From an optimization exercise on the open Yosys and OpenROAD flow, aimed at a short achievable clock period and few clock cycles; shortcuts taken in it are not production practice.
Function was checked by simulation only, so behaviour that the tests miss may differ from the original.

Setup of JK:
## cpuCore
module cpuCore (
    input  logic        clock,
    input  logic        reset,
    input  logic        progWrite,
    input  logic [5:0]  progAddress,
    input  logic [31:0] progData,
    output logic [31:0] pc,
    output logic        storeValid,
    output logic [31:0] storeAddress,
    output logic [31:0] storeData
);
Size in the first run: about 13000 cells after synthesis, ~140 I/O pins, ~0.19 sq mm of cells after synthesis.
==> module controller, before the edit <==
module controller (
    input  logic [31:0] instruction,
    output logic [4:0]  aluSelect,       
    output logic        useImmediate,    
    output logic        regWrite,        
    output logic [4:0]  writeIndex,
    output logic        isLoad,
    output logic        isStore,
    output logic        isBranch,
    output logic        isJump
);
    localparam [5:0] opR    = 6'h00;
    localparam [5:0] opJ    = 6'h02;
    localparam [5:0] opBeq  = 6'h04;
    localparam [5:0] opAddi = 6'h08;
    localparam [5:0] opLw   = 6'h23;
    localparam [5:0] opSw   = 6'h2b;
    localparam [5:0] fnAdd = 6'h20;
    localparam [5:0] fnSub = 6'h22;
    localparam [5:0] fnAnd = 6'h24;
    localparam [5:0] fnOr  = 6'h25;
    localparam [5:0] fnSlt = 6'h2a;
    logic [5:0] opcode, funct;
    logic       wr;
    assign opcode = instruction[31:26];
    assign funct  = instruction[5:0];
    always_comb
    begin
        aluSelect    = '0;
        useImmediate = 1'b0;
        wr           = 1'b0;
        writeIndex   = instruction[20:16];
        isLoad       = 1'b0;
        isStore      = 1'b0;
        isBranch     = 1'b0;
        isJump       = 1'b0;
        case (opcode)
            opR:
            begin
                writeIndex = instruction[15:11];
                wr = 1'b1;
                case (funct)
                    fnAdd:   aluSelect = 5'b00001;
                    fnSub:   aluSelect = 5'b00010;
                    fnAnd:   aluSelect = 5'b00100;
                    fnOr:    aluSelect = 5'b01000;
                    fnSlt:   aluSelect = 5'b10000;
                    default: wr = 1'b0;
                endcase
            end
            opAddi:
            begin
                aluSelect    = 5'b00001;
                useImmediate = 1'b1;
                wr           = 1'b1;
            end
            opLw:
            begin
                aluSelect    = 5'b00001;
                useImmediate = 1'b1;
                isLoad       = 1'b1;
                wr           = 1'b1;
            end
            opSw:
            begin
                aluSelect    = 5'b00001;
                useImmediate = 1'b1;
                isStore      = 1'b1;
            end
            opBeq:   isBranch = 1'b1;
            opJ:     isJump   = 1'b1;
            default: ;
        endcase
    end
    assign regWrite = wr && (writeIndex != 5'd0);
endmodule
==> module cpuCore, before the edit <==
module cpuCore (
    input  logic        clock,
    input  logic        reset,
    input  logic        progWrite,
    input  logic [5:0]  progAddress,
    input  logic [31:0] progData,
    output logic [31:0] pc,
    output logic        storeValid,
    output logic [31:0] storeAddress,
    output logic [31:0] storeData
);
    logic        resetQ;          
    logic [31:0] pcF;             
    logic [31:0] pcE;
    logic [31:0] aE, bE;          
    logic [31:0] sdE;             
    logic [6:0]  lowAddrE;        
    logic [31:0] targetE;         
    logic [4:0]  aluSelE;
    logic [4:0]  destE;
    logic        writeE, loadE, storeE, branchE;
    logic [31:0] instruction;
    logic [4:0]  aluSel;
    logic        useImm, regWrite, isLoad, isStore, isBranch, isJump;
    logic [4:0]  writeIndex;
    logic [4:0]  rs, rt;
    logic [31:0] immExt, pcPlus4F, branchTargetF, jumpTargetF, nextPcF;
    logic [31:0] rfA, rfB, opA, opB;
    logic        branchAlways, branchCheck, redirect;
    logic [31:0] resultE, aluResultE, loadDataE;
    instructionMemory instrMem (
        .clock, .progWrite, .progAddress, .progData,
        .fetchIndex(pcF[7:2]), .instruction
    );
    controller ctrl (
        .instruction, .aluSelect(aluSel), .useImmediate(useImm), .regWrite,
        .writeIndex, .isLoad, .isStore, .isBranch, .isJump
    );
    assign rs     = instruction[25:21];
    assign rt     = instruction[20:16];
    assign immExt = {{16{instruction[15]}}, instruction[15:0]};
    registerFile regFile (
        .clock, .clear(resetQ),
        .readIndexA(rs), .readIndexB(rt),
        .writeIndex(destE), .writeEnable(writeE), .writeData(resultE),
        .readDataA(rfA), .readDataB(rfB)
    );
    assign opA = (writeE && destE == rs) ? resultE : rfA;
    assign opB = (writeE && destE == rt) ? resultE : rfB;
    assign branchAlways = isBranch && (rs == rt);
    assign branchCheck  = isBranch && (rs != rt) && (instruction[15:0] != 16'd0);
    assign pcPlus4F      = pcF + 32'd4;
    assign branchTargetF = pcPlus4F + {immExt[29:0], 2'b00};
    assign jumpTargetF   = {pcPlus4F[31:28], instruction[25:0], 2'b00};
    always_comb
    begin
        if (redirect)
            nextPcF = targetE;
        else if (isJump)
            nextPcF = jumpTargetF;
        else if (branchAlways)
            nextPcF = branchTargetF;
        else
            nextPcF = pcPlus4F;
    end
    alu aluUnit (
        .operandA(aE), .operandB(bE), .select(aluSelE), .result(aluResultE)
    );
    assign lowAddrE = aE[6:0] + bE[6:0];
    dataMemory dataMem (
        .clock, .clear(resetQ),
        .wordIndex(lowAddrE[6:2]), .writeData(sdE),
        .memWrite(storeE), .readData(loadDataE)
    );
    assign resultE  = loadE ? loadDataE : aluResultE;
    assign redirect = branchE && (aE == bE);
    always_ff @(posedge clock)
    begin
        resetQ <= reset;
        if (reset)
        begin
            pcF     <= '0;
            aluSelE <= '0;
            writeE  <= 1'b0;
            loadE   <= 1'b0;
            storeE  <= 1'b0;
            branchE <= 1'b0;
        end
        else
        begin
            pcF <= nextPcF;
            if (redirect)
            begin
                aluSelE <= '0;
                writeE  <= 1'b0;
                loadE   <= 1'b0;
                storeE  <= 1'b0;
                branchE <= 1'b0;
            end
            else
            begin
                aluSelE <= aluSel;
                writeE  <= regWrite;
                loadE   <= isLoad;
                storeE  <= isStore;
                branchE <= branchCheck;
            end
        end
    end
    always_ff @(posedge clock)
    begin
        pcE     <= pcF;
        aE      <= opA;
        bE      <= useImm ? immExt : opB;
        sdE     <= opB;
        targetE <= branchTargetF;
        destE   <= writeIndex;
    end
    always_ff @(posedge clock)
    begin
        if (reset)
            storeValid <= 1'b0;
        else
            storeValid <= storeE;
        storeAddress <= aluResultE;
        storeData    <= sdE;
        pc           <= pcE;
    end
endmodule
==> flow/config.mk <==
export PLATFORM = sky130hd
export DESIGN_NAME = cpuCore
export DESIGN_NICKNAME = cpuCore
export VERILOG_FILES = /design/flow/design.v
export SDC_FILE = /design/flow/constraint.sdc
export NUM_CORES = 4
export LEC_CHECK = 0
export CAP_MARGIN = 20
export CORE_MARGIN = 2
export CORE_UTILIZATION = 25
export PLACE_DENSITY = 0.45
export SLEW_MARGIN = 20
==> flow/constraint.sdc <==
create_clock -name core_clock -period 13.0 [get_ports {clock}]
set_input_delay 2.6000 -clock core_clock [delete_from_list [all_inputs] [get_ports {clock}]]
set_output_delay 2.6000 -clock core_clock [all_outputs]
set_load 0.01 [all_outputs]
standard.sh (not shown) runs the stock make flow with config.mk's settings and CLKGATE_MAP_FILE= SYNTH_SCRIPT=/design/flow/synth_recipe.tcl, a recipe that flattens the netlist after the stock synthesis.
==> flow/flow/run.sh <==
#!/bin/bash
set -o pipefail
cd "$(dirname "$0")/.."
export SETUP_SLACK_MARGIN=$(cat flow/setup_margin.txt)
export TNS_END_PERCENT=$(cat flow/tns_end_percent.txt)
echo "SETUP_SLACK_MARGIN=$SETUP_SLACK_MARGIN TNS_END_PERCENT=$TNS_END_PERCENT" > run_settings.log
bash standard.sh > standard_flow.log 2>&1
==> flow/flow/setup_margin.txt <==
8.5
==> flow/flow/tns_end_percent.txt <==
5
Testbench counts of JK, summed over its fixed seeds: cycles 11,023.
Setup changes, JK to MS
--- a/flow/design.v
+++ b/flow/design.v
@@ -140,15 +140,8 @@
             opLw:
             begin
-                aluSelect    = 5'b00001;
-                useImmediate = 1'b1;
-                isLoad       = 1'b1;
-                wr           = 1'b1;
-            end
-            opSw:
-            begin
-                aluSelect    = 5'b00001;
-                useImmediate = 1'b1;
-                isStore      = 1'b1;
-            end
+                isLoad = 1'b1;
+                wr     = 1'b1;
+            end
+            opSw:    isStore  = 1'b1;
             opBeq:   isBranch = 1'b1;
             opJ:     isJump   = 1'b1;
@@ -173,6 +166,5 @@
     logic [31:0] pcE;
     logic [31:0] aE, bE;          
-    logic [31:0] sdE;             
-    logic [6:0]  lowAddrE;        
+    logic [31:0] addrE;           
     logic [31:0] targetE;         
     logic [4:0]  aluSelE;
@@ -226,11 +218,10 @@
         .operandA(aE), .operandB(bE), .select(aluSelE), .result(aluResultE)
     );
-    assign lowAddrE = aE[6:0] + bE[6:0];
     dataMemory dataMem (
         .clock, .clear(resetQ),
-        .wordIndex(lowAddrE[6:2]), .writeData(sdE),
+        .wordIndex(addrE[6:2]), .writeData(bE),
         .memWrite(storeE), .readData(loadDataE)
     );
-    assign resultE  = loadE ? loadDataE : aluResultE;
+    assign resultE  = aluResultE | (loadE ? loadDataE : 32'd0);
     assign redirect = branchE && (aE == bE);
     always_ff @(posedge clock)
@@ -272,17 +263,11 @@
         aE      <= opA;
         bE      <= useImm ? immExt : opB;
-        sdE     <= opB;
+        addrE   <= opA + immExt;
         targetE <= branchTargetF;
         destE   <= writeIndex;
     end
-    always_ff @(posedge clock)
-    begin
-        if (reset)
-            storeValid <= 1'b0;
-        else
-            storeValid <= storeE;
-        storeAddress <= aluResultE;
-        storeData    <= sdE;
-        pc           <= pcE;
-    end
-endmodule
+    assign storeValid   = storeE;
+    assign storeAddress = addrE;
+    assign storeData    = bE;
+    assign pc           = pcE;
+endmodule
- Area: MS vs JK -> MS smaller
- Comparing MS and JK, the higher via count of the first global-routing pass was measured on MS.
- Per the comparison of MS with JK, number of resized instances in the post-cts repair step fell by 582; time the worst path needs with I/O delays and setup saw an increase; filler cell count now sits at about the same level; number of multi-input combinational cells rose by 502; synthesized cell count moved up.
- MS vs. JK: share of the final layout cell area in sequential cells up 1.2 points, maximum single-stage delay on the critical path down 80 ps, clock buffer count in the final layout down 19%, die outline width down 3.7 um.
Testbench counts of MS, summed over its fixed seeds: cycles 10,895.

-- static timing again, ports no longer ideal --
The flow's constraints put no driver on any port. The routed layouts listed below were extracted and timed again, unchanged, in two steps. Step 1 sets driving cells, clkbuf_16 on the clock port and buf_2 on the other inputs (assumed; they add their load-dependent delay and slew). Step 2 also shifts input and output timing later by t, the mid clock arrival at the registers, as if the neighbouring blocks saw the same clock. Slacks: ideal / step 1 / step 2; pairs: ideal / step 1.
| run | shift t [ns] | setup slack, ns | worst setup path after step 2 | slew at the worst register clock pin (ns) |
|---|---|---|---|---|
| JK | 1.199 | 7.820 / 7.820 / 7.010 | input to register | 0.07 / 0.07 |
| MS | 1.163 | 5.664 / 5.664 / 5.664 | register to register | 0.08 / 0.08 |
After both steps setup and hold are still met in every run listed. The setup slack of JK, which loses most, moves by 0.000 ns with the drivers and by -0.810 ns with both steps.
